This is an optimization exercise on Yosys and OpenROAD, whose aim is small area and a short achievable clock period, not a production implementation.
RTL that was checked went through simulation tests only; none was proved equivalent to the original.

==> job 8270: inputs <==
Design htpa_target_builder, start of the top module:
module htpa_target_builder #(
    parameter int N_TGT   = 20,
    parameter int MARGIN  = 2,
    parameter int MIN_PIX = 4
) (
    input  logic                   clk,
    input  logic                   rst_n,
    input  logic                   frame_start,
    input  logic                   frame_end,
    input  logic                   pix_valid,
    input  logic [6:0]             pix_x,
    input  logic [5:0]             pix_y,
    input  logic                   pix_hot,
    input  logic                   pix_fire,
    output logic [N_TGT-1:0]       busy,
    output logic [26*N_TGT-1:0]    box,
    output logic [N_TGT-1:0]       fire_out,
    output logic                   overflow,
    output logic                   frame_done
);
==> module htpa_target_builder, before the edit <==
module htpa_target_builder #(
    parameter int N_TGT   = 20,
    parameter int MARGIN  = 2,
    parameter int MIN_PIX = 4
) (
    input  logic                   clk,
    input  logic                   rst_n,
    input  logic                   frame_start,
    input  logic                   frame_end,
    input  logic                   pix_valid,
    input  logic [6:0]             pix_x,
    input  logic [5:0]             pix_y,
    input  logic                   pix_hot,
    input  logic                   pix_fire,
    output logic [N_TGT-1:0]       busy,
    output logic [26*N_TGT-1:0]    box,
    output logic [N_TGT-1:0]       fire_out,
    output logic                   overflow,
    output logic                   frame_done
);
    logic             acq_q;
    logic [N_TGT-1:0] wb_q, wb_d, wb_e;
    logic [N_TGT-1:0] wf_q, wf_d;
    logic [1:0]       wc_q [N_TGT];
    logic [1:0]       wc_d [N_TGT];
    logic [6:0]       wxo_q [N_TGT];
    logic [6:0]       wxo_d [N_TGT];
    logic [5:0]       wyo_q [N_TGT];
    logic [5:0]       wyo_d [N_TGT];
    logic [6:0]       wxn_q [N_TGT];
    logic [6:0]       wxn_d [N_TGT];
    logic [5:0]       wyn_q [N_TGT];
    logic [5:0]       wyn_d [N_TGT];
    logic             wovf_q, wovf_d;
    logic             take, pub_go, anyhit;
    logic [N_TGT-1:0] hit, hit_oh, below;
    logic [N_TGT-1:0] pub_busy;
    logic [7:0]       xp, xm;    
    logic [6:0]       yp, ym;
    function automatic logic lt8(input logic [7:0] a, input logic [7:0] b);
        logic r, p;
        r = 1'b0;
        p = 1'b1;
        for (int k = 7; k >= 0; k--) begin
            r = r | (~a[k] & b[k] & p);
            p = p & ~(a[k] & ~b[k]);
        end
        lt8 = r;
    endfunction
    assign take   = (acq_q || frame_start) && pix_valid && pix_hot;
    assign pub_go = frame_end && (acq_q || frame_start);
    assign wb_e   = frame_start ? '0 : wb_q;
    function automatic logic [7:0] add2(input logic [6:0] p, input logic up);
        logic [7:0] r;
        logic [6:0] q;
        q = up ? p : ~p;
        r[0] = p[0];
        r[1] = ~p[1];
        r[2] = p[2] ^ q[1];
        r[3] = p[3] ^ (&q[2:1]);
        r[4] = p[4] ^ (&q[3:1]);
        r[5] = p[5] ^ (&q[4:1]);
        r[6] = p[6] ^ (&q[5:1]);
        r[7] = &q[6:1];
        add2 = r;
    endfunction
    logic [7:0] yp8, ym8;
    assign xp  = add2(pix_x, 1'b1);
    assign xm  = add2(pix_x, 1'b0);
    assign yp8 = add2({1'b0, pix_y}, 1'b1);
    assign ym8 = add2({1'b0, pix_y}, 1'b0);
    assign yp  = yp8[6:0];
    assign ym  = {ym8[7], ym8[5:0]};
    always_comb begin
        for (int i = 0; i < N_TGT; i++) begin
            hit[i] = take && wb_e[i]
                  && !lt8(xp, {1'b0, wxo_q[i]}) && (xm[7] || !lt8({1'b0, wxn_q[i]}, {1'b0, xm[6:0]}))
                  && !lt8({1'b0, yp}, {2'b0, wyo_q[i]}) && (ym[6] || !lt8({2'b0, wyn_q[i]}, {2'b0, ym[5:0]}));
        end
        below[0] = 1'b0;
        for (int i = 1; i < N_TGT; i++) below[i] = below[i-1] | hit[i-1];
        hit_oh = hit & ~below;
        anyhit = below[N_TGT-1] | hit[N_TGT-1];
        for (int i = 0; i < N_TGT; i++) begin
            wb_d[i] = wb_e[i] | (take && !anyhit && (i == 0 || wb_e[i-1]));
            if (!wb_e[i]) begin
                wxo_d[i] = pix_x;
                wxn_d[i] = pix_x;
                wyo_d[i] = pix_y;
                wyn_d[i] = pix_y;
                wc_d[i]  = 2'd0;
                wf_d[i]  = pix_fire;
            end else begin
                wxo_d[i] = (hit_oh[i] && lt8({1'b0, pix_x}, {1'b0, wxo_q[i]})) ? pix_x : wxo_q[i];
                wxn_d[i] = (hit_oh[i] && lt8({1'b0, wxn_q[i]}, {1'b0, pix_x})) ? pix_x : wxn_q[i];
                wyo_d[i] = (hit_oh[i] && lt8({2'b0, pix_y}, {2'b0, wyo_q[i]})) ? pix_y : wyo_q[i];
                wyn_d[i] = (hit_oh[i] && lt8({2'b0, wyn_q[i]}, {2'b0, pix_y})) ? pix_y : wyn_q[i];
                wc_d[i]  = hit_oh[i] ? {wc_q[i][1] | wc_q[i][0], wc_q[i][1] | ~wc_q[i][0]} : wc_q[i];
                wf_d[i]  = wf_q[i] | (hit_oh[i] & pix_fire);
            end
            pub_busy[i] = wb_e[i] && (wc_d[i] == 2'd3);
        end
        wovf_d = (frame_start ? 1'b0 : wovf_q) | (take && !anyhit && wb_e[N_TGT-1]);
    end
    always_ff @(posedge clk) begin
        wb_q   <= wb_d;
        wf_q   <= wf_d;
        wovf_q <= wovf_d;
        for (int i = 0; i < N_TGT; i++) begin
            wxo_q[i] <= wxo_d[i];
            wyo_q[i] <= wyo_d[i];
            wxn_q[i] <= wxn_d[i];
            wyn_q[i] <= wyn_d[i];
            wc_q[i]  <= wc_d[i];
        end
    end
    always_ff @(posedge clk or negedge rst_n) begin
        if (!rst_n) begin
            acq_q      <= 1'b0;
            busy       <= '0;
            box        <= '0;
            fire_out   <= '0;
            overflow   <= 1'b0;
            frame_done <= 1'b0;
        end else begin
            acq_q      <= !frame_end && (frame_start || acq_q);
            frame_done <= pub_go;
            if (pub_go) begin
                busy     <= pub_busy;
                fire_out <= pub_busy & wf_d;
                overflow <= wovf_d;
                for (int i = 0; i < N_TGT; i++)
                    box[26*i +: 26] <= pub_busy[i] ? {wxo_d[i], wyo_d[i], wxn_d[i], wyn_d[i]} : 26'd0;
            end
        end
    end
endmodule
clock: 7.0 ns
lec_check: 0
abc_area: 1
cap_margin: 20
core_margin: 2
core_utilization: 40
setup_slack_margin: 2.5
slew_margin: 20
standard.sh (not shown) runs the stock make flow with config.mk's settings and CLKGATE_MAP_FILE= SYNTH_SCRIPT=/design/flow/synth_recipe.tcl, a recipe that flattens the netlist after the stock synthesis.
==> flow/flow/run.sh <==
#!/bin/bash
cp standard.sh standard_sh_copy.txt
export BUFFER_PORTS_ARGS="-buffer_cell sky130_fd_sc_hd__buf_1"
bash standard.sh > standard_flow.log 2>&1
==> inputs of job 441, as changes to job 8270 <==
--- a/flow/design.v
+++ b/flow/design.v
@@ -39,12 +39,2 @@
     logic [6:0]       yp, ym;
-    function automatic logic lt8(input logic [7:0] a, input logic [7:0] b);
-        logic r, p;
-        r = 1'b0;
-        p = 1'b1;
-        for (int k = 7; k >= 0; k--) begin
-            r = r | (~a[k] & b[k] & p);
-            p = p & ~(a[k] & ~b[k]);
-        end
-        lt8 = r;
-    endfunction
     assign take   = (acq_q || frame_start) && pix_valid && pix_hot;
@@ -52,23 +42,6 @@
     assign wb_e   = frame_start ? '0 : wb_q;
-    function automatic logic [7:0] add2(input logic [6:0] p, input logic up);
-        logic [7:0] r;
-        logic [6:0] q;
-        q = up ? p : ~p;
-        r[0] = p[0];
-        r[1] = ~p[1];
-        r[2] = p[2] ^ q[1];
-        r[3] = p[3] ^ (&q[2:1]);
-        r[4] = p[4] ^ (&q[3:1]);
-        r[5] = p[5] ^ (&q[4:1]);
-        r[6] = p[6] ^ (&q[5:1]);
-        r[7] = &q[6:1];
-        add2 = r;
-    endfunction
-    logic [7:0] yp8, ym8;
-    assign xp  = add2(pix_x, 1'b1);
-    assign xm  = add2(pix_x, 1'b0);
-    assign yp8 = add2({1'b0, pix_y}, 1'b1);
-    assign ym8 = add2({1'b0, pix_y}, 1'b0);
-    assign yp  = yp8[6:0];
-    assign ym  = {ym8[7], ym8[5:0]};
+    assign xp = {1'b0, pix_x} + 8'(MARGIN);
+    assign xm = {1'b0, pix_x} - 8'(MARGIN);
+    assign yp = {1'b0, pix_y} + 7'(MARGIN);
+    assign ym = {1'b0, pix_y} - 7'(MARGIN);
     always_comb begin
@@ -76,4 +49,4 @@
             hit[i] = take && wb_e[i]
-                  && !lt8(xp, {1'b0, wxo_q[i]}) && (xm[7] || !lt8({1'b0, wxn_q[i]}, {1'b0, xm[6:0]}))
-                  && !lt8({1'b0, yp}, {2'b0, wyo_q[i]}) && (ym[6] || !lt8({2'b0, wyn_q[i]}, {2'b0, ym[5:0]}));
+                  && (xp >= {1'b0, wxo_q[i]}) && (xm[7] || xm[6:0] <= wxn_q[i])
+                  && (yp >= {1'b0, wyo_q[i]}) && (ym[6] || ym[5:0] <= wyn_q[i]);
         end
@@ -93,7 +66,7 @@
             end else begin
-                wxo_d[i] = (hit_oh[i] && lt8({1'b0, pix_x}, {1'b0, wxo_q[i]})) ? pix_x : wxo_q[i];
-                wxn_d[i] = (hit_oh[i] && lt8({1'b0, wxn_q[i]}, {1'b0, pix_x})) ? pix_x : wxn_q[i];
-                wyo_d[i] = (hit_oh[i] && lt8({2'b0, pix_y}, {2'b0, wyo_q[i]})) ? pix_y : wyo_q[i];
-                wyn_d[i] = (hit_oh[i] && lt8({2'b0, wyn_q[i]}, {2'b0, pix_y})) ? pix_y : wyn_q[i];
-                wc_d[i]  = hit_oh[i] ? {wc_q[i][1] | wc_q[i][0], wc_q[i][1] | ~wc_q[i][0]} : wc_q[i];
+                wxo_d[i] = (hit_oh[i] && pix_x < wxo_q[i]) ? pix_x : wxo_q[i];
+                wxn_d[i] = (hit_oh[i] && pix_x > wxn_q[i]) ? pix_x : wxn_q[i];
+                wyo_d[i] = (hit_oh[i] && pix_y < wyo_q[i]) ? pix_y : wyo_q[i];
+                wyn_d[i] = (hit_oh[i] && pix_y > wyn_q[i]) ? pix_y : wyn_q[i];
+                wc_d[i]  = (hit_oh[i] && wc_q[i] != 2'd3) ? wc_q[i] + 2'd1 : wc_q[i];
                 wf_d[i]  = wf_q[i] | (hit_oh[i] & pix_fire);
==> flow/run.sh (new file) <==
#!/bin/bash
# synth_recipe.tcl (not shown) runs the flow's synth.tcl, then flattens the netlist and writes it again
# the make line also repeats each setting of config.mk as NAME=value (left out here)
make -C /OpenROAD-flow-scripts/flow DESIGN_CONFIG=/design/flow/config.mk WORK_HOME=/design/flow/orfs CLKGATE_MAP_FILE= SYNTH_SCRIPT=/design/flow/synth_recipe.tcl finish
- ABC_AREA: 1 -> not set
- SETUP_SLACK_MARGIN: 2.5 -> not set
removed: flow/flow/run.sh
removed: flow/standard.sh
==> flow_summary.json <==
{
  "fillers": 13300,
  "buffers": 811,
  "yosysUniqueCellTypes": 66,
  "p_leak_nw": 32.1,
  "setup_slack_ns": 2.45,
  "dp.cells": 9442,
  "status": "no timing/DRC/antenna violations",
  "avgSynthCellArea_um2": 7.44,
  "wl_met1_mm": 97.1,
  "synth_fa_ha_area_share_pct": 0.400,
  "path_depth": 27,
  "p_sw_w": 0.00461,
  "synth-seq-area-share_pct": 47.5,
  "multi_input_gates": 4766,
  "synthTopCellsByArea": "dfrtp_1, dfxtp_1, nand2_1",
  "fin_skew_ns": 0.0323
}
That was job 8270.
==> flow_summary.json <==
{
  "setup_slack_ns": 0.865,
  "avgSynthCellArea_um2": 9.90,
  "multi_input_gates": 4481,
  "yosysUniqueCellTypes": 103,
  "synthTopCellsByArea": "dfrtp_1, ha_1, dfxtp_1",
  "wl_met1_mm": 109,
  "fin_skew_ns": 0.0310,
  "status": "no timing/DRC/antenna violations"
}
That was job 441.
Function not checked in job 8270: the RTL went through the layout flow alone.

[re-timing with driven ports]
The flow's constraints put no driver on any port. The routed layouts listed below were extracted and timed again, unchanged, in two steps.
Step 1 sets driving cells, clkbuf_16 on the clock port and buf_2 on the other inputs (assumed; they add their load-dependent delay and slew).
Step 2 times the ports against the registers' clock, not the clock port: input delays grow and output delays shrink by t, the midpoint of the rising clock arrivals with the driver on.
Slacks: ideal / step 1 / step 2; pairs: ideal / step 1.
run	t, ns	slack for setup (ns)	worst data-port slew with drivers (ns)	pins driven straight from the clock port
job 8270	0.883	2.446 / 2.458 / 1.575	0.12	1
job 441	0.877	0.865 / 0.742 / -0.135	0.21	1
Met with ideal ports but missed after step 2: setup timing in job 441. For job 441, which loses most, drivers alone change the setup slack by -0.123 ns; drivers and shift together by -1.000 ns.
